What follows belongs to an exercise in optimizing a design on an open flow for small area, a short achievable clock period and few clock cycles per item; a production flow would make more cautious choices.
RTL that was checked went through simulation tests only; none was proved equivalent to the original.
No functional check of the RTL was part of run 3.

`config.mk`:
```
export PLATFORM = sky130hd
export DESIGN_NAME = xtea_core
export DESIGN_NICKNAME = xtea_core
export VERILOG_FILES = /design/flow/design.v
export SDC_FILE = /design/flow/constraint.sdc
export NUM_CORES = 4
export LEC_CHECK = 0
export CAP_MARGIN = 20
export CORE_MARGIN = 2
export CORE_UTILIZATION = 40
export SLEW_MARGIN = 20
```
`constraint.sdc`:
```
create_clock -name core_clock -period 12.0 [get_ports {clock}]
set_input_delay 2.4000 -clock core_clock [delete_from_list [all_inputs] [get_ports {clock}]]
set_output_delay 2.4000 -clock core_clock [all_outputs]
set_load 0.01 [all_outputs]
```
`design.v`:
```
module xtea_core (
    input  logic         clock,
    input  logic         reset_n,
    input  logic         in_valid,
    output logic         in_ready,
    input  logic         mode,
    input  logic [31:0]  data_in1,
    input  logic [31:0]  data_in2,
    input  logic [127:0] key_in,
    output logic         out_valid,
    input  logic         out_ready,
    output logic [31:0]  data_out1,
    output logic [31:0]  data_out2,
    output logic         busy
);
    localparam logic [31:0] DELTA   = 32'h9E3779B9;
    logic         prep;     
    logic         run;      
    logic         full;     
    logic         nrdy_a;   
    logic         rdy_b;    
    logic         ph;       
    logic         mode_q;
    logic [31:0]  x;
    logic [31:0]  y;
    logic [5:0]   n;        
    logic [31:0]  kk;       
    logic [127:0] key_q;
    logic         idle;
    logic         prep_nx;
    logic         run_nx;
    logic         full_nx;
    logic         idle_nx;
    logic         accept;
    logic         last;
    logic         fin_dec;
    logic [1:0]   idx;      
    logic [5:0]   n_nx;
    logic         ph_nx;
    logic [1:0]   idx_nx;
    logic [31:0]  sum;      
    logic [31:0]  sums [33];
    logic [31:0]  kw;
    logic [31:0]  mx;
    logic [31:0]  y_new;
    function automatic logic [31:0] add_bk(input logic [31:0] a, input logic [31:0] b,
                                           input logic cin);
        logic [32:0] gg;
        logic [32:0] pp;
        logic [31:0] p;
        p  = a ^ b;
        gg = {a & b, cin};
        pp = {p, 1'b0};
        for (int d = 1; d < 33; d = d * 2) begin
            for (int i = 2 * d - 1; i < 33; i = i + 2 * d) begin
                gg[i] = gg[i] | (pp[i] & gg[i - d]);
                pp[i] = pp[i] & pp[i - d];
            end
        end
        for (int d = 16; d >= 1; d = d / 2) begin
            for (int i = 3 * d - 1; i < 33; i = i + 2 * d) begin
                gg[i] = gg[i] | (pp[i] & gg[i - d]);
                pp[i] = pp[i] & pp[i - d];
            end
        end
        add_bk = p ^ gg[31:0];
    endfunction
    assign idle      = !prep && !run;
    assign in_ready  = !nrdy_a || (rdy_b && out_ready);
    assign accept    = in_valid && in_ready;
    assign out_valid = full;
    assign busy      = prep || run || full;
    for (genvar i = 0; i < 33; i++) begin : g_sum
        assign sums[i] = 32'(i * DELTA);
    end
    assign sum = sums[n];
    always_comb begin
        if (idle) begin
            n_nx   = mode ? 6'd32 : 6'd0;
            ph_nx  = 1'b0;
            idx_nx = mode ? sums[32][12:11] : sums[0][1:0];
        end else begin
            n_nx   = ph ? n : (mode_q ? n - 6'd1 : n + 6'd1);
            ph_nx  = !ph;
            idx_nx = (ph_nx ^ mode_q) ? sums[n_nx][12:11] : sums[n_nx][1:0];
        end
    end
    always_comb begin
        case (idx)
            2'd0:    kw = key_q[127:96];
            2'd1:    kw = key_q[95:64];
            2'd2:    kw = key_q[63:32];
            default: kw = key_q[31:0];
        endcase
    end
    assign mx    = ((y << 4) ^ (y >> 5)) + y;
    assign y_new = x + (mx ^ kk) + {31'd0, mode_q};
    assign last    = !ph && (mode_q ? (n == 6'd0) : n[5]);
    assign fin_dec = last && mode_q;
    assign prep_nx = accept;
    assign run_nx  = prep || (run && !last);
    assign full_nx = (run && last) || (full && !out_ready);
    assign idle_nx = !prep_nx && !run_nx;
    always_ff @(posedge clock or negedge reset_n) begin
        if (!reset_n) begin
            prep   <= 1'b0;
            run    <= 1'b0;
            full   <= 1'b0;
            nrdy_a <= 1'b0;
            rdy_b  <= 1'b0;
        end else begin
            prep   <= prep_nx;
            run    <= run_nx;
            full   <= full_nx;
            nrdy_a <= !(idle_nx && !full_nx);
            rdy_b  <= idle_nx && full_nx;
        end
    end
    always_ff @(posedge clock) begin
        if (accept) begin
            x      <= data_in1;
            y      <= data_in2;
            mode_q <= mode;
        end else if (prep) begin
            if (mode_q) begin
                x <= y;
                y <= x;
            end
        end else if (run) begin
            x <= fin_dec ? y_new : y;
            if (!fin_dec) y <= y_new;
        end
        if (idle) key_q <= key_in;
        n   <= n_nx;
        ph  <= ph_nx;
        idx <= idx_nx;
        kk <= add_bk(sum, kw, 1'b0) ^ {32{mode_q}};
    end
    assign data_out1 = x;
    assign data_out2 = y;
endmodule
```
`flow/run.sh`:
```
#!/bin/bash
# Layout flow: the standard flow with these changes:
# - synthesis: the standard flow's synthesis script (flow/synth.tcl) with ABC mapping by flow/map.abc,
#   run into syn/; its netlist is then handed to the standard flow as SYNTH_NETLIST_FILES;
# - the ports are buffered by the smallest buffer cell (buf_1);
# - clock tree synthesis adds no dummy loads and uses clkbuf_8;
# - timing repair aims at a setup slack of SETUP_SLACK_MARGIN;
# - the port buffers of in_ready and out_ready are upsized after global placement (flow/ports.tcl).
# Logs: synth.log (synthesis make output), flow.log (the standard flow's make output), and
# ORFS's per-step logs under syn/logs and orfs/logs.
set -euo pipefail
here=$(pwd)
export FLOW_ABC_SCRIPT=$here/flow/map.abc
make -C "$FLOW_HOME" DESIGN_CONFIG="$here/config.mk" WORK_HOME="$here/syn" CLKGATE_MAP_FILE= \
  SYNTH_SCRIPT="$here/flow/synth.tcl" synth > synth.log 2>&1
export SYNTH_NETLIST_FILES=$here/syn/results/$FLOW_PLATFORM/xtea_core/base/1_2_yosys.v
export BUFFER_PORTS_ARGS="-buffer_cell sky130_fd_sc_hd__buf_1"
export CTS_ARGS="-sink_clustering_enable -repair_clock_nets -dont_use_dummy_load -buf_list {sky130_fd_sc_hd__clkbuf_8} -sink_clustering_size 14 -sink_clustering_max_diameter 80"
export SETUP_SLACK_MARGIN=7.0
export POST_GLOBAL_PLACE_TCL=$here/flow/ports.tcl
bash standard.sh > flow.log 2>&1
```
`flow/map.abc`:
```
&get -n
&st
&dch
&nf {D}
&put
buffer
upsize {D}
dnsize {D}
```
`flow/ports.tcl`:
```
# Run after global placement (POST_GLOBAL_PLACE_TCL): the ports on the combinational path from
# out_ready to in_ready get a stronger port buffer than the buf_1 every other port has.
foreach {port cell} {in_ready sky130_fd_sc_hd__buf_4 out_ready sky130_fd_sc_hd__buf_2} {
  foreach pin [get_pins -of_objects [get_nets -of_objects [get_ports $port]]] {
    set inst [get_cells -of_objects $pin]
    if {[get_property $inst ref_name] eq "sky130_fd_sc_hd__buf_1"} {
      puts "ports.tcl: [get_property $inst full_name] -> $cell"
      replace_cell $inst $cell
    }
  }
}
```
`flow/synth.tcl`:
```
# The standard flow's synthesis script (synth_recipe.tcl) with one change: Yosys's abc calls map the logic
# with the ABC script named by $::env(FLOW_ABC_SCRIPT) instead of ORFS's abc_speed.script.
proc synth {args} { yosys synth -nofsm -noshare {*}$args }
proc abc {args} {
  set i [lsearch -exact $args -script]
  if {$i >= 0} {
    set args [lreplace $args $i [expr {$i + 1}] -script $::env(FLOW_ABC_SCRIPT)]
  }
  yosys abc {*}$args
}
source $::env(SCRIPTS_DIR)/synth.tcl
# left out here: clear keep_hierarchy, flatten, clean up, hide names made inside functions, write 1_2_yosys.v
```
`standard.sh`:
```
#!/bin/bash
# synth_recipe.tcl (not shown) runs the flow's synth.tcl, then flattens the netlist and writes it again
# the make line also repeats each setting of config.mk as NAME=value (left out here)
make -C /OpenROAD-flow-scripts/flow DESIGN_CONFIG=/design/flow/config.mk WORK_HOME=/design/flow/orfs CLKGATE_MAP_FILE= SYNTH_SCRIPT=/design/flow/synth_recipe.tcl "${@:-finish}"
```
==> results of run 1 <==
==> reports/metrics.yaml, run 1 <==
status: "stopped before the end"
haltStage: "global placement"
toolErrorMsg: "[ERROR STA-0100] unsupported object type Port."
rows: 71
syn_area_um2: 15400
die_h_um: 200
die_x_um: 200
io_pins: 264
start_util: 0.408
synthCells: 1629
synthesis.nets: 1941
io_buffers: 263
synth_area_per_cell_um2: 9.48
yosys_warnings: 0
Testbench counts, summed over its fixed seeds: cycles 25,352, items 384.
==> inputs of run 2 (changes only) <==
==> flow/ports.tcl (replaced) <==
# Run after global placement (POST_GLOBAL_PLACE_TCL): the ports on the combinational path from
# out_ready to in_ready get a stronger port buffer than the buf_1 every other port has.
foreach {port cell} {in_ready sky130_fd_sc_hd__buf_4 out_ready sky130_fd_sc_hd__buf_2} {
  foreach pin [get_pins -of_objects [get_nets $port]] {
    set inst [get_cells -of_objects $pin]
    if {[get_property $inst ref_name] eq "sky130_fd_sc_hd__buf_1"} {
      puts "ports.tcl: [get_property $inst full_name] -> $cell"
      replace_cell $inst $cell
    }
  }
}
==> run 2 against run 1 <==
The run now finishes clean. Synthesized area unchanged. Synthesized cell count unchanged.
==> reports/metrics.yaml, run 2 <==
status: "no timing/DRC/antenna violations"
synth_area_per_cell_um2: 9.48
yosys_warnings: 0
wl_um: 47700
drv_cap: 0
multi_input_area_um2: 8420
endpoint_kind: "primary output"
final_common_cell: "buf_1"
insertion_delay_ps: 570
dp_hpwl_um: 37200
viasPerCell: 5.55
die_h_um: 200
slew_viol_final: 0
grt.overflow.total: 0
timing.setup.tns_ps: 0
die_x_um: 200
period_minus_slack_ps: 5130
slew-limit-headroom: 0.294
die-area_um2: 40200
grt_pass1_wl_um: 73200
largest_reg_flops: 128
routedWlPerCell_um: 19.9
synthesis.nets: 1941
final_cell_area_um2: 17600
drc: 0
grt_pass1_vias: 13100
start_util: 0.408
grt_max_degree: 102
path_class: "primary input to primary output"
cp_max_fo: 2
clock_skew_ps: 37.3
ctsHtreeMaxLevel: 1
whs_ps: 604
antenna_found_initial: 0
cts_buffers: 21
hold_buffers: 0
drtAntennaViolNets: 0
startpoint_type: "primary input"
core_area_um2: 37800
finalCritPeriodShare: 0.428
rows: 71
dr.pass1.iters: 6
vias: 13300
final_cell_mix: "buf_1, nand2_1, edfxtp_1"
root_buffer: "clkbuf_8"
top_register: "key_q"
rsz0062_at_grt: "yes"
setup_viol: 0
clk_path_buf_depth: 3
syn2layout_area_growth_pct: 13.7
drtIter0Drc: 874
hold_viol: 0
drive_above_1_share: 0.0551
critPathRequiredTime_ps: 9600
io_pins: 264
tightestPinTransition_ps: 1060
fillCellCount: 3730
cts_sinks: 239
hp-class: "flip-flop to flip-flop"
ff_latch_area_um2: 6740
tritoncts: "yes"
synthCells: 1629
io_buffers: 263
diodes: 0
track_usage: 0.230
syn_area_um2: 15400
fmax_ghz: 0.195
dpl-instance-area_um2: 17000
arrival_ps: 2730
final_nets: 2202
path_clk_slew_ps: 90
[run 2: layout make-up]
class	count	area share
tap	511	0.0364
sequential	239	0.384
inverter	37	0.00791
clock buffer	21	0.0165
timing repair buffer	305	0.0762
multi-input combinational	1286	0.479
[run 2: metrics by stage]
step | util | setup WS [ps] | std cells
floorplan | - | 7060 | 1629
global placement | 0.448 | 6810 | 2351
detailed placement | 0.448 | 6840 | 2351
CTS | 0.459 | 6890 | 2385
global route | 0.464 | 6860 | 2399
finish | 0.464 | 6870 | 2399
[run 2: routing by layer]
layer  part of all wire  global-route usage  vias to the layer above
met4              0.027              0.0659                        0
met2               0.48               0.394                      526
met3              0.065              0.0326                       67
met1               0.43               0.304                     6260
met5                  0                   0                        -
li1                   -                   -                     6450
[run 2: repair_timing]
item,4_1_cts,5_1_grt
gates resized for setup,9,26
endpoints found under the setup margin,2,69
pin swaps,1,3
buffers inserted,13,14
[run 2: final timing paths]
check | startpoint | to | slack, ps | cells past startpoint
setup / recovery | out_ready | in_ready | 6870 | 4
hold / removal | ph | ph | 600 | 1
setup reg to reg | n[5] | kk[29] | 7230 | 18
hold reg to reg | ph | ph | 600 | 1
max in group asynchronous | reset_n | full | 10120 | 1
min in group asynchronous | reset_n | run | 1660 | 1
[run 2: worst max-delay path, stage by stage]
cell and delay (ps):
buf_8 100, nand2_4 60, nand2_4 60, buf_6 120
==> inputs of run 3 (changes only) <==
--- a/design.v
+++ b/design.v
@@ -13,7 +13,8 @@
     output logic [31:0]  data_out2,
     output logic         busy
 );
-    localparam logic [31:0] DELTA   = 32'h9E3779B9;
+    localparam logic [31:0] DELTA       = 32'h9E3779B9;
+    localparam logic [31:0] NEG_SUM_DEC = 32'h3910C8E0;   
     logic         prep;     
     logic         run;      
     logic         full;     
@@ -23,7 +24,7 @@
     logic         mode_q;
     logic [31:0]  x;
     logic [31:0]  y;
-    logic [5:0]   n;        
+    logic [31:0]  sum;      
     logic [31:0]  kk;       
     logic [127:0] key_q;
     logic         idle;
@@ -35,11 +36,10 @@
     logic         last;
     logic         fin_dec;
     logic [1:0]   idx;      
-    logic [5:0]   n_nx;
+    logic [31:0]  sum_nx;
+    logic [31:0]  s_nx;     
     logic         ph_nx;
     logic [1:0]   idx_nx;
-    logic [31:0]  sum;      
-    logic [31:0]  sums [33];
     logic [31:0]  kw;
     logic [31:0]  mx;
     logic [31:0]  y_new;
@@ -70,19 +70,17 @@
     assign accept    = in_valid && in_ready;
     assign out_valid = full;
     assign busy      = prep || run || full;
-    for (genvar i = 0; i < 33; i++) begin : g_sum
-        assign sums[i] = 32'(i * DELTA);
-    end
-    assign sum = sums[n];
     always_comb begin
         if (idle) begin
-            n_nx   = mode ? 6'd32 : 6'd0;
+            sum_nx = mode ? NEG_SUM_DEC : 32'd0;
             ph_nx  = 1'b0;
-            idx_nx = mode ? sums[32][12:11] : sums[0][1:0];
+            s_nx   = 32'd0;
+            idx_nx = mode ? 2'd2 : 2'd0;   
         end else begin
-            n_nx   = ph ? n : (mode_q ? n - 6'd1 : n + 6'd1);
+            sum_nx = ph ? sum : add_bk(sum, DELTA, 1'b0);
             ph_nx  = !ph;
-            idx_nx = (ph_nx ^ mode_q) ? sums[n_nx][12:11] : sums[n_nx][1:0];
+            s_nx   = mode_q ? -sum_nx : sum_nx;
+            idx_nx = (ph_nx ^ mode_q) ? s_nx[12:11] : s_nx[1:0];
         end
     end
     always_comb begin
@@ -95,7 +93,7 @@
     end
     assign mx    = ((y << 4) ^ (y >> 5)) + y;
     assign y_new = x + (mx ^ kk) + {31'd0, mode_q};
-    assign last    = !ph && (mode_q ? (n == 6'd0) : n[5]);
+    assign last    = !ph && !(sum[2] || sum[24] || sum[27]);
     assign fin_dec = last && mode_q;
     assign prep_nx = accept;
     assign run_nx  = prep || (run && !last);
@@ -131,10 +129,10 @@
             if (!fin_dec) y <= y_new;
         end
         if (idle) key_q <= key_in;
-        n   <= n_nx;
+        sum <= sum_nx;
         ph  <= ph_nx;
         idx <= idx_nx;
-        kk <= add_bk(sum, kw, 1'b0) ^ {32{mode_q}};
+        kk <= add_bk(sum, kw ^ {32{mode_q}}, 1'b0);
     end
     assign data_out1 = x;
     assign data_out2 = y;
==> flow/run.sh (replaced) <==
#!/bin/bash
# Layout flow: the standard flow with these changes:
# - synthesis: the standard flow's synthesis script (flow/synth.tcl) with ABC mapping by flow/map.abc,
#   run into syn/; its netlist is then handed to the standard flow as SYNTH_NETLIST_FILES;
# - the ports are buffered by the smallest buffer cell (buf_1);
# - clock tree synthesis adds no dummy loads and uses clkbuf_8;
# - timing repair aims at a setup slack of SETUP_SLACK_MARGIN.
# Logs: synth.log (synthesis make output), flow.log (the standard flow's make output), and
# ORFS's per-step logs under syn/logs and orfs/logs.
set -euo pipefail
here=$(pwd)
export FLOW_ABC_SCRIPT=$here/flow/map.abc
make -C "$FLOW_HOME" DESIGN_CONFIG="$here/config.mk" WORK_HOME="$here/syn" CLKGATE_MAP_FILE= \
  SYNTH_SCRIPT="$here/flow/synth.tcl" synth > synth.log 2>&1
export SYNTH_NETLIST_FILES=$here/syn/results/$FLOW_PLATFORM/xtea_core/base/1_2_yosys.v
export BUFFER_PORTS_ARGS="-buffer_cell sky130_fd_sc_hd__buf_1"
export CTS_ARGS="-sink_clustering_enable -repair_clock_nets -dont_use_dummy_load -buf_list {sky130_fd_sc_hd__clkbuf_8}"
export SETUP_SLACK_MARGIN=6.5
bash standard.sh > flow.log 2>&1
removed: flow/ports.tcl
==> run 3 against run 2 <==
Die area is 1.1% higher. Still clean on timing, DRC and antenna. Critical path type unchanged. Critical path depth did not move. Non-clock buffer count decreased by 27. Cell count down 3.0%. Routed wire length down 5.2%. Clock-buffer cell count is 24 higher. Synthesized cell count shrank 5.8%. Sequential cell count up 26. Critical endpoint unchanged. Highest routed layer unchanged.
==> reports/metrics.yaml, run 3 <==
status: "no timing/DRC/antenna violations"
fillCellCount: 3833
endpoint_kind: "primary output"
fin_cells: 2327
finalWorstSetupSlack_ps: 6540
dp_hpwl_um: 34600
clock_skew_ps: 41.8
insertion_delay_ps: 600
final_common_cell: "buf_1"
cts_sinks: 265
tritoncts: "yes"
drc: 0
hold_buffers: 0
viasPerCell: 5.41
root_buffer: "clkbuf_8"
gp_congestion: 0.945
crit_path_end: "in_ready"
io_buffers: 263
drtIter0Drc: 825
dpl-instance-area_um2: 17200
antenna_found_initial: 0
worstHoldStart: "sum[31]"
track_usage: 0.222
timing.rr.end: "y[31]"
rrSetupSlack_ps: 7180
period_minus_slack_ps: 5460
place_ws_ps: 6550
syn_area_um2: 15600
rows: 72
hold_viol: 0
diodes: 0
cts_resized: 0
yosys_warnings: 0
slew-limit-headroom: 0.307
slew_viol_final: 0
drive_above_1_share: 0.0459
final_nets: 2141
multi_input_area_um2: 7870
drv_cap: 0
die_h_um: 202
hp-class: "flip-flop to flip-flop"
grt.overflow.total: 0
path_class: "primary input to primary output"
largest_reg_flops: 128
die-area_um2: 40600
io_pins: 264
rsz0062_at_grt: "no"
final_cell_mix: "buf_1, nand2_1, edfxtp_1"
cts_setup_buffers: 0
critPathRequiredTime_ps: 9600
synthCells: 1535
critical_path.startpoint: "out_ready"
rr_worst_depth: 19
core_area_um2: 38600
final_cell_area_um2: 17800
ctsHtreeMaxLevel: 2
grt_pass1_wl_um: 70000
setup_viol: 0
dr.pass1.iters: 6
arrival_ps: 3060
grt_pass1_vias: 12800
clk_path_buf_depth: 3
timing.setup.tns_ps: 0
wl_um: 45200
cts_buffers: 45
startpoint_type: "primary input"
vias: 12600
die_x_um: 202
dp.cells: 2282
synth_area_per_cell_um2: 10.2
synthesis.nets: 1865
drtAntennaViolNets: 0
grt_max_degree: 90
ff_latch_area_um2: 7430
tightestPinTransition_ps: 1040
regToRegStartpoint: "y[5]"
path_clk_slew_ps: 50
top_register: "key_q"
start_util: 0.405
syn2layout_area_growth_pct: 14.2
fmax_ghz: 0.183
routedWlPerCell_um: 19.4
cp_max_fo: 2
finalCritPeriodShare: 0.455
## run 3: cell count changes in the layout (fill, tap and decap cells not counted), moves of 10 or more
cell and delta:
nand3_1 -45, clkbuf_8 +24, nor2_1 -15, xor2_1 +15, ha_1 +22, nor3_1 -29
and2_1 -10, and3_1 -17, o22a_1 -10, buf_4 -25, edfxtp_1 +17
## run 3: cell type report
type	count	area share
clock buffers	45	0.0347
inverters	45	0.00947
multi-input cells	1176	0.441
flip-flops and latches	265	0.417
well taps	518	0.0363
repair buffers	278	0.0616
## run 3: routing by layer
metal | GRT usage | vias to the layer above | routed length [µm]
li1 | - | 6098 | -
met1 | 0.295 | 5892 | 19700
met2 | 0.363 | 502 | 20800
met3 | 0.0389 | 92 | 3250
met4 | 0.0832 | 0 | 1460
met5 | 0 | - | 0
## run 3: critical path, stage by stage
cell and delay [ps]:
buf_1 200, nand2_1 80, nand2_1 190, buf_1 190
## run 3: how the worst min path moves through the flow
| stage | to | slack [ps] | depth (start not counted) |
|---|---|---|---|
| global placement | sum[31] | 460 | 1 |
| CTS | sum[31] | 490 | 1 |
| global route | sum[31] | 500 | 1 |
| detailed placement | sum[31] | 470 | 1 |
| floorplan | sum[31] | 450 | 1 |
| finish | sum[31] | 490 | 1 |
## run 3: metrics by stage
step                hold slack, ps  utilization
global placement               457        0.447
finish                         489        0.463
global route                   499        0.463
detailed placement             467        0.447
floorplan                      445            -
CTS                            488        0.463

## separate check: timing with driven ports
Ports are ideal in the flow. The routed layouts listed here were re-timed in OpenROAD. Step 1 (the two cells are an assumption about what drives the block):
set clk [get_ports {clock}]
set_driving_cell -lib_cell sky130_fd_sc_hd__clkbuf_16 $clk
set_driving_cell -lib_cell sky130_fd_sc_hd__buf_2 [delete_from_list [all_inputs] $clk]
Step 2 adds t to the input delays and takes it off the output delays; t is the mean of the earliest and latest rising clock arrival at the registers after step 1. Input paths then give back, and output paths get back, about the clock's delay inside the block. a / b / c = ideal / step 1 / step 2; a / b = the first two.
run | t, ns | setup WS [ns] | hold slack, ns | worst setup path after step 2
run 2 | 0.595 | 6.868 / 6.829 / 6.398 | 0.604 / 0.604 / 0.604 | input to register
run 3 | 0.624 | 6.536 / 6.513 / 6.513 | 0.489 / 0.489 / 0.489 | input to output
After both steps setup and hold are still met in every run listed. The setup slack of run 2, which loses most, moves by -0.039 ns with the drivers and by -0.470 ns with both steps.
